This is an optimization exercise on Yosys and OpenROAD, whose aim is small area and a short achievable clock period, not a production implementation.
At most, simulation tests tie the RTL to the original design; equivalence was not proved.
Only the layout flow was run in run 3; the RTL was not checked for function there.
Power figures rest on the tool's default switching activity, not on a simulated workload.

### flow/config.mk
export PLATFORM = sky130hd
export DESIGN_NAME = stack_alu
export DESIGN_NICKNAME = stack_alu
export VERILOG_FILES = /design/flow/design.v
export SDC_FILE = /design/flow/constraint.sdc
export NUM_CORES = 4
export LEC_CHECK = 0
export CAP_MARGIN = 20
export CORE_MARGIN = 2
export CORE_UTILIZATION = 40
export SLEW_MARGIN = 20
### flow/constraint.sdc
create_clock -name core_clock -period 7.5 [get_ports {clk}]
set_input_delay 1.5000 -clock core_clock [delete_from_list [all_inputs] [get_ports {clk}]]
set_output_delay 1.5000 -clock core_clock [all_outputs]
set_load 0.01 [all_outputs]
### flow/design.v
module stack_alu #(
  parameter int DEPTH = 256,
  parameter int WIDTH = 4
) (
  input  logic             clk,
  input  logic             rst_n,
  input  logic [2:0]       opcode,
  input  logic [WIDTH-1:0] input_data,
  output logic [WIDTH-1:0] output_data,
  output logic             empty,
  output logic             full,
  output logic             overflow
);
  localparam int CW = $clog2(DEPTH + 1);
  localparam int MD = DEPTH - 3;   
  localparam logic [2:0] OP_ADD  = 3'b100;
  localparam logic [2:0] OP_MUL  = 3'b101;
  localparam logic [2:0] OP_PUSH = 3'b110;
  localparam logic [2:0] OP_POP  = 3'b111;
  logic [WIDTH-1:0] mem [MD];
  logic [CW-1:0]    count;
  logic [WIDTH-1:0] t_q, b_q, c_q;
  logic [WIDTH-1:0] out_q;
  logic             ovf_q;
  logic             empty_q, full_q, ge2_q;
  logic [MD-1:0]    wr_sel;   
  logic [MD-1:0]    rd_sel;   
  logic [WIDTH-1:0] rd_data;
  always_comb begin
    for (int j = 0; j < MD; j++) begin
      wr_sel[j] = (count == CW'(j + 3));
      rd_sel[j] = (count == CW'(j + 4));
    end
  end
  always_comb begin
    rd_data = '0;
    for (int j = 0; j < MD; j++)
      rd_data = rd_data | ({WIDTH{rd_sel[j]}} & mem[j]);
  end
  always_ff @(posedge clk) begin
    for (int j = 0; j < MD; j++)
      if (wr_sel[j]) mem[j] <= c_q;
  end
  logic signed [WIDTH-1:0]   a, b;
  logic signed [WIDTH:0]     sum;
  logic signed [2*WIDTH-1:0] prod;
  logic                      add_ovf, mul_ovf;
  logic [WIDTH-1:0]          alu_res;
  logic                      alu_ovf;
  assign a    = t_q;
  assign b    = b_q;
  assign sum  = {b[WIDTH-1], b} + {a[WIDTH-1], a};
  assign prod = (2*WIDTH)'(b) * (2*WIDTH)'(a);
  assign add_ovf = sum[WIDTH] ^ sum[WIDTH-1];
  assign mul_ovf = (prod[2*WIDTH-1:WIDTH-1] != {(WIDTH+1){prod[WIDTH-1]}});
  assign alu_res = opcode[0] ? prod[WIDTH-1:0] : sum[WIDTH-1:0];
  assign alu_ovf = opcode[0] ? mul_ovf : add_ovf;
  logic do_push, do_pop, do_arith, inc, dec;
  assign do_push  = (opcode == OP_PUSH) && !full_q;
  assign do_pop   = (opcode == OP_POP) && !empty_q;
  assign do_arith = (opcode[2:1] == 2'b10) && ge2_q;
  assign inc = do_push;
  assign dec = do_pop || do_arith;
  logic eq1, eq255, ge3;
  assign eq1   = (count == CW'(1));
  assign eq255 = (count == CW'(DEPTH - 1));
  assign ge3   = (count >= CW'(3));
  always_ff @(posedge clk or negedge rst_n) begin
    if (!rst_n) begin
      count   <= '0;
      out_q   <= '0;
      ovf_q   <= 1'b0;
      empty_q <= 1'b1;
      full_q  <= 1'b0;
      ge2_q   <= 1'b0;
    end else begin
      if (opcode == OP_PUSH || opcode == OP_POP) ovf_q <= 1'b0;
      if (do_pop) out_q <= t_q;
      if (do_arith) begin
        out_q <= alu_res;
        ovf_q <= alu_ovf;
      end
      if (inc) begin
        count   <= count + CW'(1);
        empty_q <= 1'b0;
        full_q  <= eq255;
        ge2_q   <= !empty_q;
      end else if (dec) begin
        count   <= count - CW'(1);
        empty_q <= eq1;
        full_q  <= 1'b0;
        ge2_q   <= ge3;
      end
    end
  end
  always_ff @(posedge clk) begin
    if (rst_n) begin
      if (inc) begin
        t_q <= input_data;
        b_q <= t_q;
        c_q <= b_q;
      end else if (dec) begin
        t_q <= do_arith ? alu_res : b_q;
        b_q <= c_q;
        c_q <= rd_data;
      end
    end
  end
  assign output_data = out_q;
  assign overflow    = ovf_q;
  assign empty       = empty_q;
  assign full        = full_q;
endmodule
### flow/run.sh
#!/bin/bash
# synth_recipe.tcl (not shown) runs the flow's synth.tcl, then flattens the netlist and writes it again
# the make line also repeats each setting of config.mk as NAME=value (left out here)
make -C /OpenROAD-flow-scripts/flow DESIGN_CONFIG=/design/flow/config.mk WORK_HOME=/design/flow/orfs CLKGATE_MAP_FILE= SYNTH_SCRIPT=/design/flow/synth_recipe.tcl finish
==> impl_metrics.csv, run 1 <==
group,metric,value,unit
final_layout,fill_cells,8789,
final_layout,final_nets,2871,
power_and_ir_drop,power-per-cell-area,348,mW/mm2
floorplan,die_y,324,um
cts,htree_levels,3,
synthesis,yosys.cell_types.count,68,
synthesis,syn_area,0.0410,mm2
critical_path,crit_path_start_kind,"flip-flop",
cts,insertion_delay,0.73,ns
cts,cts.hold.buffers_added,0,
flow_run,max-cap-violations,1,
synthesis,synthArstFlopShare,1.63,%
cts,clkSlewWorstSetupHoldPaths,0.07,ns
grt,grt_use_total,41.9,%
sta,setup_violations,0,
critical_path,cp_data_arrival_time,5.77,ns
power_and_ir_drop,vdd_ir_drop_max,253,uV
drt,wl_per_cell,51.4,um
cts,clockBufferDepth,3,
sta,fmax,188,MHz
synthesis,postSynthCellCount,2632,
placed_design,placed_area,0.0443,mm2
synthesis,synth_area_leaders,"edfxtp_1, a22oi_1, nand3_1",
placed_design,globalplace.congestion,1.10,
critical_path,critPathRequiredTime,7.94,ns
cts,cts_buffers,109,
final_layout,drive_gt1_share,16.3,%
sta,fin_crit_sh,71.1,%
drt,ant_nets,0,
power_and_ir_drop,finalPower,16.6,mW
synthesis,synth_top_area_cell,"edfxtp_1",
floorplan,initial_core_util,40.3,%
sta,whs,0.490,ns
cts,cts_tree,"done",
drt,num_vias,31129,
sta,slew_headroom,-0.115,%
hold_path,hold_class,"reg -> reg",
sta,fin_setup_tns,0,ns
power_and_ir_drop,p_leak,15.1,nW
final_layout,final_cell_area,0.0477,mm2
drt,first_pass_iters,7,
critical_path,path_max_fanout,22,
cts,cts_sinks,1041,
final_layout,final_common_cell,"edfxtp_1",
floorplan,core_area,0.102,mm2
sta,slew_violations,1,
synthesis,ys.flop_type,"edfxtp_1",
cts,cts-resized-gates,0,
floorplan,pin_count,16,
sta,rsz0062_at_grt,"false",
final_layout,final_cell_mix,"edfxtp_1, buf_4, a22oi_1",
drt,wirelength,221,mm
critical_path,crit_type,"reg -> reg",
floorplan,fp.dieW,324,um
grt,grt_max_degree,231,
cts,cts-root-buf,"clkbuf_16",
grt,grt_pass1_vias,27883,
synthesis,ys_ff_latch,1041,
floorplan,die_area,0.105,mm2
cts,post-cts-setup-buffers,0,
drt,vias_per_cell,7.25,
placed_design,placedCellCount,4085,
placed_design,io_buffers,15,
final_layout,area_growth,16.3,%
sta,finClkSkew,0.0370,ns
sta,hold_violations,0,
drt,drt-initial-drc-count,7181,
synthesis,synth_top_area_share,75.0,%
critical_path,endpoint_kind,"flip-flop",
final_layout,finalNonFillerCells,4295,
run_status,check-failures,"capacitance limit, slew limit",
run_status,status,"finished with violations",
grt,antenna_found_initial,19,
placed_design,dp_hpwl,149,mm
sta,final.min_clock_period,5.33,ns
sta,worstMarginPinSlew,1.46,ns
synthesis,seq_area_frac_synth,76.1,%
grt,grt_pass1_wl,282,mm
synthesis,yosysWarnings,2,
floorplan,placementRows,117,
synthesis,synth_edf_count,1024,
grt,overflow,0,
drt,drc_errors,0,
synthesis,syn_avg_cell_area,15.6,um2
==> final timing paths <==
path	from	endpoint	slack [ns]	depth (start not counted)
max	count[4]	c_q[0]	2.17	9
min	empty_q	empty_q	0.49	2
max reg2reg	count[4]	c_q[0]	2.17	9
min reg2reg	empty_q	empty_q	0.49	2
max in group asynchronous	rst_n	empty_q	6.08	2
min in group asynchronous	rst_n	out_q[2]	1.15	2
==> per-stage QoR <==
| stage | setup WS (ns) | utilization, % |
|---|---|---|
| after floorplan | 3.48 | - |
| after global placement | 2.13 | 43.4 |
| after detailed placement | 2.39 | 43.5 |
| after CTS | 2.38 | 46.8 |
| after global routing | 2.18 | 46.8 |
| final | 2.17 | 46.8 |
==> area by class of cell <==
cell class              count  area, um2  area share (%)
flip-flops and latches   1041      31200            65.4
multi-input cells        1404       9380            19.7
clock buffers             146       2920            6.13
repair buffers            253       1990            4.17
well taps                1368       1710            3.59
clock inverters            54        382           0.801
inverters                  20       75.1           0.158
diodes                      9       22.5          0.0473
==> synthesized netlist by cell type (all sizes together) (14+ instances only) <==
master   number
a2111oi      14
a21oi        40
a221oi       29
a22o         70
a22oi       226
and3         33
buf         101
clkbuf       66
dfrtp        16
edfxtp     1024
ha           23
inv          20
nand2        89
nand3       225
nand4        86
nor2        281
nor3         15
nor4         30
nor4bb       14
o21ai        15
o22ai        32
==> critical path: stages (launching register included) <==
cell	delay (ns)
dfrtp_1	0.76
buf_4	0.40
or4b_2	0.77
nor2_1	0.21
buf_4	0.27
a2111oi_1	0.95
nand3_1	0.32
or4_1	0.68
nor4_1	0.55
a31oi_1	0.14
==> state kept, by name (all words and copies together) (netlist names) <==
register / cells
count: 9
c_q: 4
b_q: 4
ovf_q: 1
t_q: 4
full_q: 1
out_q: 4
mem: 1012
empty_q: 1
ge2_q: 1
==> where the power goes <==
group	internal [mW]	switching, mW	leakage [nW]
sequential	7.21	0.152	9.42
clock	2.86	2.37	1.61
combinational	0.792	3.21	4.11
total	10.9	5.73	15.1
==> routing by layer <==
| metal | up-vias | GRT usage (%) | share of wire (%) |
|---|---|---|---|
| met5 | - | 0 | 0.058 |
| met4 | 18 | 30.6 | 9.4 |
| met3 | 923 | 20.1 | 17 |
| met2 | 3465 | 56.5 | 40 |
| met1 | 15702 | 51.9 | 34 |
| li1 | 11021 | - | - |
==> cells by family (layout without fill, tap and decap cells) <==
logic type,Yosys count,in the layout,synth area share (%)
AOI/OAI and AO/OA,492,492,9.15
xor gates and xnor gates,18,18,0.385
adders and majority gates,33,33,1.19
DFF,1041,1041,76.1
other,0,9,0
buffers and inverters,187,473,2.12
and+or+nand+nor,857,857,11.0
muxes,4,4,0.0977
==> inputs of run 2 (changes only) <==
--- a/flow/config.mk
+++ b/flow/config.mk
@@ -5,7 +5,9 @@
 export SDC_FILE = /design/flow/constraint.sdc
 export NUM_CORES = 4
 export LEC_CHECK = 0
-export CAP_MARGIN = 20
+export ABC_CLOCK_PERIOD_IN_PS = 2500
+export CAP_MARGIN = 30
 export CORE_MARGIN = 2
 export CORE_UTILIZATION = 40
-export SLEW_MARGIN = 20
+export SETUP_SLACK_MARGIN = 5
+export SLEW_MARGIN = 30
==> run 2 against run 1 <==
  * The run now finishes clean
  * Via count increased by 8.7%
  * Die area unchanged
  * Synthesized cell count unchanged
  * Register-to-register slack gained 1.5 ns
  * Critical path depth rose by 6
  * Count of clock-buffer cells in the layout decreased by 12
  * Worst hold slack improved by 0.011 ns
  * Final cell count increased by 6.5%
  * Clock skew is 0.0047 ns lower
==> impl_metrics.csv, run 2 <==
group,metric,value,unit
run_status,status,"timing/DRC/antenna clean",
synthesis,ys.flop_type,"edfxtp_1",
critical_path,crit_path_start_kind,"flip-flop",
synthesis,syn_area,0.0410,mm2
floorplan,pin_count,16,
critical_path,cpLargestDelayFamily,"adder cells",
sta,rsz0062_at_grt,"true",
synthesis,postSynthCellCount,2632,
final_layout,final_cell_mix,"edfxtp_1, buf_4, nand3_1",
grt,grt_pass1_wl,299,mm
critical_path,crit_type,"reg -> reg",
synthesis,yosysWarnings,2,
sta,setup_violations,0,
drt,wl_per_cell,52.4,um
final_layout,final_cell_area,0.0532,mm2
floorplan,core_area,0.102,mm2
critical_path,path_buf_inv,2,
synthesis,yosysMostFrequentCell,"edfxtp_1",
sta,slew_violations,0,
grt,antenna_found_initial,20,
floorplan,die_area,0.105,mm2
critical_path,critPathRequiredTime,8.09,ns
cts,htree_levels,3,
drt,wirelength,240,mm
synthesis,synthArstFlopShare,1.63,%
floorplan,fp.dieW,324,um
final_layout,area_growth,29.8,%
final_layout,fill_cells,8304,
final_layout,top_regs,"mem (1012), count (9)",
cts,cts_sinks,1041,
cts,clkSlewWorstSetupHoldPaths,0.06,ns
synthesis,yosys.cell_types.count,68,
power_and_ir_drop,power-per-cell-area,349,mW/mm2
critical_path,cpMostUsedCell,"fa_1",
sta,fmax,258,MHz
drt,vias_per_cell,7.40,
sta,slew_headroom,22.2,%
grt,grt_use_total,44.6,%
synthesis,syn_avg_cell_area,15.6,um2
cts,cts-root-buf,"clkbuf_16",
synthesis,synth_top_area_cell,"edfxtp_1",
final_layout,final_common_cell,"edfxtp_1",
synthesis,seq_area_frac_synth,76.1,%
synthesis,ys_ff_latch,1041,
synthesis,synth_commonest_cells,"edfxtp_1, nor2_1, a22oi_1",
floorplan,placementRows,117,
cts,cts_buffers,110,
grt,grt_max_degree,99,
critical_path,slowest_delay,0.52,ns
sta,fin_setup_tns,0,ns
power_and_ir_drop,vdd_ir_drop_max,262,uV
placed_design,globalplace.congestion,1.10,
cts,cts_tree,"done",
grt,grtUsageMet1,51.7,%
sta,final.min_clock_period,3.87,ns
sta,whs,0.501,ns
final_layout,final_nets,3133,
sta,finClkSkew,0.0323,ns
drt,ant_nets,0,
flow_run,max-cap-violations,0,
grt,use_met3,26.4,%
final_layout,largest_register_ffs,1012,
drt,drc_errors,0,
critical_path,timing.critical_path.cells,"and2_4 > fa_1 > inv_1 > fa_1 > fa_1 > inv_2 > ha_4 > fa_2 > a21o_1 > a21oi_2 > xnor2_1 > xnor2_1 > mux2i_1 > and2_1 > o21ai_1",
placed_design,placed_area,0.0444,mm2
drt,num_vias,33844,
drt,first_pass_iters,9,
grt,busiest_layer,"met2",
critical_path,cp_data_arrival_time,4.47,ns
hold_path,hold_class,"reg -> reg",
cts,cts.hold.buffers_added,0,
grt,grt_pass1_vias,29412,
sta,fin_crit_sh,51.7,%
sta,worstMarginPinSlew,1.17,ns
placed_design,io_buffers,15,
final_layout,regMostFlops,"mem",
critical_path,crit_slowest_cell,"fa_1",
critical_path,path_max_fanout,2,
drt,drt-initial-drc-count,7173,
critical_path,endpoint_kind,"flip-flop",
synthesis,synth_area_leaders,"edfxtp_1, a22oi_1, nand3_1",
floorplan,initial_core_util,40.3,%
sta,hold_violations,0,
grt,groute.layer.met2.usage,58.7,%
floorplan,die_y,324,um
power_and_ir_drop,finalPower,18.6,mW
synthesis,synth_top_area_share,75.0,%
cts,insertion_delay,0.73,ns
synthesis,synth_edf_count,1024,
grt,overflow,0,
final_layout,drive_gt1_share,32.0,%
placed_design,dp_hpwl,150,mm
power_and_ir_drop,p_leak,17.4,nW
cts,clockBufferDepth,3,
==> run 2: through the flow <==
stage / utilization, % / std cells / worst slack (ns)
2_1_floorplan: - / 2632 / 3.48
3_3_place_gp: 43.5 / 4069 / 1.97
3_5_place_dp: 43.7 / 4072 / 2.74
4_1_cts: 50.5 / 4435 / 3.60
5_1_grt: 52.2 / 4550 / 3.44
6_report: 52.3 / 4573 / 3.63
==> run 2: final cells by class <==
class	count	area (um2)	area share, %
flip-flops and latches	1041	31200	58.6
multi-input cells	1406	11100	20.8
repair buffers	512	5560	10.4
clock buffers	134	2930	5.50
well taps	1368	1710	3.22
clock inverters	67	599	1.13
inverters	20	80.1	0.150
diodes	25	62.6	0.118
==> run 2: per-layer routing <==
metal / up-vias / share of wire [%]
met3: 1311 / 18
met4: 18 / 11
met2: 4102 / 38
met1: 16798 / 32
li1: 11615 / -
met5: - / 0.22
==> run 2: final timing paths <==
| check | start | end | slack, ns | depth (start not counted) |
|---|---|---|---|---|
| min in group asynchronous | rst_n | count[7] | 1.14 | 2 |
| max in group asynchronous | rst_n | empty_q | 6.08 | 2 |
| worst min register to register | empty_q | empty_q | 0.50 | 2 |
| worst min-delay path | empty_q | empty_q | 0.50 | 2 |
| worst max-delay path | b_q[2] | ovf_q | 3.63 | 15 |
| worst max register to register | b_q[2] | ovf_q | 3.63 | 15 |
==> run 2: report_power, final <==
| part | switching (mW) | internal, mW |
|---|---|---|
| combinational | 4.03 | 1.75 |
| sequential | 0.0927 | 7.22 |
| clock | 2.41 | 3.08 |
| total | 6.54 | 12.0 |
==> run 2: logic make-up after synthesis <==
| group | after synthesis | synth area share (%) |
|---|---|---|
| fa+ha+maj | 33 | 1.19 |
| mux | 4 | 0.0977 |
| buf+inv | 187 | 2.12 |
| simple gates | 857 | 11.0 |
| compound gates | 492 | 9.15 |
| flops | 1041 | 76.1 |
| xor+xnor | 18 | 0.385 |
==> run 2: what timing repair did <==
action,4_1_cts,5_1_grt
hold endpoints to repair,0,0
gates resized for setup,427,178
pin swaps,77,73
endpoints found under the setup margin,402,212
buffers inserted,146,105
gates cloned,16,8
==> run 2: worst register-to-register path: cells and delay by family (launching register included) <==
family | cells | cell delay [ns]
AOI/OAI and AO/OA | 3 | 0.40
xor gates and xnor gates | 2 | 0.32
adders and majority gates | 5 | 1.98
buffers and inverters | 2 | 0.10
DFF | 1 | 0.40
muxes | 1 | 0.23
and+or+nand+nor | 2 | 0.34
==> inputs of run 3 (changes only) <==
--- a/flow/design.v
+++ b/flow/design.v
@@ -26,16 +26,47 @@
   logic [MD-1:0]    wr_sel;   
   logic [MD-1:0]    rd_sel;   
   logic [WIDTH-1:0] rd_data;
+  localparam int NH = (DEPTH >> 4) + 1;
+  logic [15:0]    lo_n;
+  logic [NH-1:0]  hi_n;
+  logic [DEPTH:3] sel;
   always_comb begin
-    for (int j = 0; j < MD; j++) begin
-      wr_sel[j] = (count == CW'(j + 3));
-      rd_sel[j] = (count == CW'(j + 4));
+    for (int i = 0; i < 16; i++) lo_n[i] = (count[3:0] != 4'(i));
+    for (int i = 0; i < NH; i++) hi_n[i] = (count[CW-1:4] != (CW-4)'(i));
+  end
+  for (genvar k = 3; k <= DEPTH; k++) begin : g_sel
+    stack_alu_nor2 u_sel (.a(hi_n[k >> 4]), .b(lo_n[k & 15]), .y(sel[k]));
+  end
+  assign wr_sel = sel[MD+2:3];
+  assign rd_sel = sel[MD+3:4];
+  localparam int NT = (MD + 2) / 3;    
+  localparam int NG = (NT + 2) / 3;    
+  logic [MD+2:0]          rs;
+  logic [WIDTH-1:0]       md [MD+3];
+  logic [NG*3-1:0]        t_n [WIDTH];
+  logic [NG-1:0]          grp [WIDTH];
+  always_comb begin
+    rs = '0;
+    rs[MD-1:0] = rd_sel;
+    for (int j = 0; j < MD + 3; j++) md[j] = (j < MD) ? mem[j] : '0;
+  end
+  for (genvar w = 0; w < WIDTH; w++) begin : g_bit
+    for (genvar t = 0; t < NG * 3; t++) begin : g_t
+      if (t < NT) begin : g_live
+        stack_alu_ao222n u_t (
+          .s0(rs[3*t]),     .d0(md[3*t][w]),
+          .s1(rs[3*t + 1]), .d1(md[3*t + 1][w]),
+          .s2(rs[3*t + 2]), .d2(md[3*t + 2][w]),
+          .y(t_n[w][t]));
+      end else begin : g_pad
+        assign t_n[w][t] = 1'b1;
+      end
     end
-  end
-  always_comb begin
-    rd_data = '0;
-    for (int j = 0; j < MD; j++)
-      rd_data = rd_data | ({WIDTH{rd_sel[j]}} & mem[j]);
+    for (genvar g = 0; g < NG; g++) begin : g_g
+      stack_alu_nand3 u_g (.a(t_n[w][3*g]), .b(t_n[w][3*g + 1]), .c(t_n[w][3*g + 2]),
+                           .y(grp[w][g]));
+    end
+    assign rd_data[w] = |grp[w];
   end
   always_ff @(posedge clk) begin
     for (int j = 0; j < MD; j++)
@@ -111,3 +142,17 @@
   assign empty       = empty_q;
   assign full        = full_q;
 endmodule
+module stack_alu_nor2 (input logic a, input logic b, output logic y);
+  assign y = ~(a | b);
+endmodule
+module stack_alu_nand3 (input logic a, input logic b, input logic c, output logic y);
+  assign y = ~(a & b & c);
+endmodule
+module stack_alu_ao222n (
+  input  logic s0, input logic d0,
+  input  logic s1, input logic d1,
+  input  logic s2, input logic d2,
+  output logic y
+);
+  assign y = ~((s0 & d0) | (s1 & d1) | (s2 & d2));
+endmodule
--- a/flow/config.mk
+++ b/flow/config.mk
@@ -11,3 +11,5 @@
 export CORE_UTILIZATION = 40
 export SETUP_SLACK_MARGIN = 5
 export SLEW_MARGIN = 30
+export SYNTH_HIERARCHICAL = 1
+export SYNTH_MINIMUM_KEEP_SIZE = 0
==> run 3 against run 2 <==
  * Via count shrank 34%
  * Synthesized area shrank 7.0%
  * Sequential power shrank 8.3%
  * Core utilization shrank 3.4 points
  * Critical endpoint unchanged
  * Total power shrank 25%
  * Still clean on timing, DRC and antenna
  * Sequential share of layout area grew 8.7 points
  * Clock power shrank 8.2%
  * Register-to-register slack gained 0.16 ns
  * Non-clock buffer count shrank 326
==> impl_metrics.csv, run 3 <==
group,metric,value,unit
drt,wl_per_cell,25.9,um
drt,drc_errors,0,
sta,hold_violations,0,
power_and_ir_drop,power-per-cell-area,303,mW/mm2
drt,num_vias,22317,
final_layout,area_growth,21.6,%
power_and_ir_drop,p_leak,14.6,nW
floorplan,fp.dieW,313,um
flow_run,max-cap-violations,0,
hold_path,min_path_cells,1,
floorplan,pin_count,16,
critical_path,cp_data_arrival_time,4.29,ns
floorplan,placementRows,113,
critical_path,crit_type,"reg -> reg",
synthesis,yosysMostFrequentCell,"edfxtp_1",
sta,worstMarginPinSlew,0.935,ns
final_layout,final_cell_mix,"edfxtp_1, a222oi_1, nor2_2",
placed_design,globalplace.congestion,0.811,
critical_path,rr_worst_depth,13,
power_and_ir_drop,clkPwrFrac,36.0,%
final_layout,regMostFlops,"mem",
cts,cts-root-buf,"clkbuf_16",
critical_path,path_max_fanout,4,
hold_path,hold_start,"count[4]",
floorplan,core_area,0.0947,mm2
sta,setup_violations,0,
cts,cts_sinks,1041,
run_status,status,"timing/DRC/antenna clean",
drt,wirelength,95.6,mm
critical_path,r2r_start,"t_q[2]",
power_and_ir_drop,seq_power_share,47.8,%
synthesis,yosysWarnings,14,
critical_path,rrSetupSlack,3.79,ns
synthesis,ys_ff_latch,1041,
synthesis,syn_area,0.0381,mm2
grt,overflow,0,
grt,grt_pass1_wl,140,mm
drt,drt-initial-drc-count,4117,
final_layout,antennaDiodeCount,0,
placed_design,dp_hpwl,52.9,mm
sta,fmax,270,MHz
synthesis,ys.flop_type,"edfxtp_1",
power_and_ir_drop,switching_share,26.4,%
hold_path,holdPathEnd,"count[4]",
power_and_ir_drop,p_switching,3.70,mW
synthesis,synthArstFlopShare,1.63,%
synthesis,seq_area_frac_synth,81.8,%
sta,rsz0062_at_grt,"true",
placed_design,io_buffers,15,
cts,htree_levels,3,
sta,whs,0.606,ns
grt,grt_use_total,18.8,%
final_layout,top_regs,"mem (1012), count (9)",
grt,grt_max_degree,118,
cts,cts.hold.buffers_added,0,
power_and_ir_drop,vdd_ir_drop_max,196,uV
hold_path,hold_class,"reg -> reg",
cts,cts_tree,"done",
grt,grt_pass1_vias,21605,
synthesis,synth_commonest_cells,"edfxtp_1, a222oi_1, nor2_1",
power_and_ir_drop,combinationalPowerShare,16.3,%
drt,ant_nets,0,
floorplan,die_y,313,um
drt,vias_per_cell,6.04,
synthesis,synth_area_leaders,"edfxtp_1, a222oi_1, nor2_1",
synthesis,synth_top_area_share,80.7,%
synthesis,synth_top_area_cell,"edfxtp_1",
synthesis,syn_avg_cell_area,18.6,um2
synthesis,postSynthCellCount,2048,
synthesis,synth_edf_count,1024,
final_layout,final_nets,2393,
critical_path,crit_path_start_kind,"flip-flop",
cts,cts_buffers,99,
sta,slew_headroom,37.6,%
final_layout,final_core_util,48.9,%
final_layout,final_common_cell,"edfxtp_1",
sta,finClkSkew,0.0354,ns
sta,slew_violations,0,
floorplan,initial_core_util,40.2,%
power_and_ir_drop,p_int,10.3,mW
cts,insertion_delay,0.67,ns
floorplan,die_area,0.0978,mm2
sta,final.min_clock_period,3.71,ns
critical_path,critPathRequiredTime,8.08,ns
final_layout,drive_gt1_share,24.9,%
final_layout,largest_register_ffs,1012,
sta,fin_setup_tns,0,ns
critical_path,rr_endpoint,"ovf_q",
synthesis,yosys.cell_types.count,50,
critical_path,endpoint_kind,"flip-flop",
drt,first_pass_iters,8,
cts,clkSlewWorstSetupHoldPaths,0.06,ns
grt,antenna_found_initial,0,
sta,fin_crit_sh,49.5,%
cts,clockBufferDepth,3,
-- run 3: cell count changes after synthesis, moves of 29 or more --
cell,previous run,this run
nand2_1,89,45
clkbuf_1,66,10
a22oi_1,226,2
a22o_1,70,1
o22ai_1,32,0
and3_1,32,3
nand4_1,85,8
nand3_1,224,128
buf_2,67,1
a221oi_1,29,0
a222oi_1,6,340
-- run 3: worst max-delay path by stage --
stage                         from        end  slack, ns  cells past startpoint
after floorplan             c_q[0]  mem[0][0]       3.48                      0
after global placement    count[1]     c_q[0]       2.97                     10
after detailed placement  count[1]     c_q[0]       2.95                     10
after CTS                   t_q[2]      ovf_q       3.78                     13
after global routing        t_q[3]      ovf_q       3.67                     13
final                       t_q[2]      ovf_q       3.79                     13
-- run 3: through the flow --
| step | worst slack, ns | power (mW) | instances | area [um2] |
|---|---|---|---|---|
| floorplan | 3.48 | 7.55 | 2070 | 38500 |
| global placement | 2.97 | 8.13 | 3355 | 40300 |
| detailed placement | 2.95 | 8.16 | 3355 | 40400 |
| CTS | 3.78 | 13.8 | 3666 | 45700 |
| global route | 3.67 | 14.4 | 3695 | 46300 |
| finish | 3.79 | 14.0 | 3695 | 46300 |
-- run 3: cell type report --
type | instances | area, um2
clock inverter | 69 | 759
multi-input combinational | 1000 | 8230
timing repair inverter | 1 | 8.76
inverter | 22 | 103
fill | 7700 | 48400
timing repair buffer | 186 | 1900
tap | 1265 | 1580
sequential | 1041 | 31200
clock buffer | 111 | 2540
-- run 3: worst max-delay path, stage by stage (launching register included) --
cell and delay, ns:
edfxtp_1 0.45, nand2_1 0.11, fa_1 0.50, inv_1 0.05, fa_1 0.46, fa_1 0.54
ha_4 0.15, inv_2 0.04, fa_2 0.35, nand2b_4 0.15, o2bb2ai_2 0.12, xnor3_1 0.25
mux2_4 0.32, a22oi_2 0.14
-- run 3: logic make-up (layout without fill, tap and decap cells) --
logic type / Yosys count / after routing / share of synthesized area [%]
AOI/OAI and AO/OA: 382 / 382 / 9.67
xor gates and xnor gates: 16 / 16 / 0.440
adders and majority gates: 33 / 33 / 1.28
buffers and inverters: 33 / 389 / 0.328
DFF: 1041 / 1041 / 81.8
muxes: 9 / 9 / 0.240
other: 2 / 24 / 0.0197
and+or+nand+nor: 532 / 536 / 6.22
-- run 3: power groups by stage --
stage | Combinational (mW) | Sequential [mW] | Clock, mW
after floorplan | 0.704 | 6.85 | 0
after CTS | 2.03 | 6.69 | 5.12
after detailed placement | 1.35 | 6.82 | 0
final | 2.28 | 6.70 | 5.04
after global routing | 2.36 | 6.71 | 5.35
after global placement | 1.32 | 6.81 | 0
-- run 3: Yosys stat by module, one instance, submodules excluded --
module,cells,times used
stack_alu_ao222n,1,340
stack_alu_nor2,1,254
stack_alu,1338,1
stack_alu_nand3,1,116
-- run 3: metal layers --
layer	track usage, %	wire, um
met5	0	0
met4	5.37	2470
met3	3.36	7860
met2	29.9	45700
met1	26.8	39600
-- run 3: timing repair --
action,CTS,global route
buffers inserted,127,27
setup endpoints to repair,949,251
cloned,4,2
hold endpoints to repair,0,0
pin swaps,90,66
resized for setup,212,87

[what the ideal ports hide]
How much do the figures lean on ideal ports? The routed layouts below were timed once more, with nothing changed but the port constraints. Step 1 sets driving cells, clkbuf_16 on the clock port and buf_2 on the other inputs (assumed; they add their load-dependent delay and slew). Step 2 also shifts input and output timing later by t, the mid clock arrival at the registers, as if the neighbouring blocks saw the same clock. Slacks: no drivers / after step 1 / after step 2; pairs: no drivers / after step 1.
run | shift t [ns] | setup WS [ns] | worst setup path at the end
run 1 | 0.792 | 2.170 / 2.170 / 2.170 | register to register
run 2 | 0.794 | 3.625 / 3.625 / 3.625 | register to register
run 3 | 0.723 | 3.790 / 3.790 / 3.790 | register to register
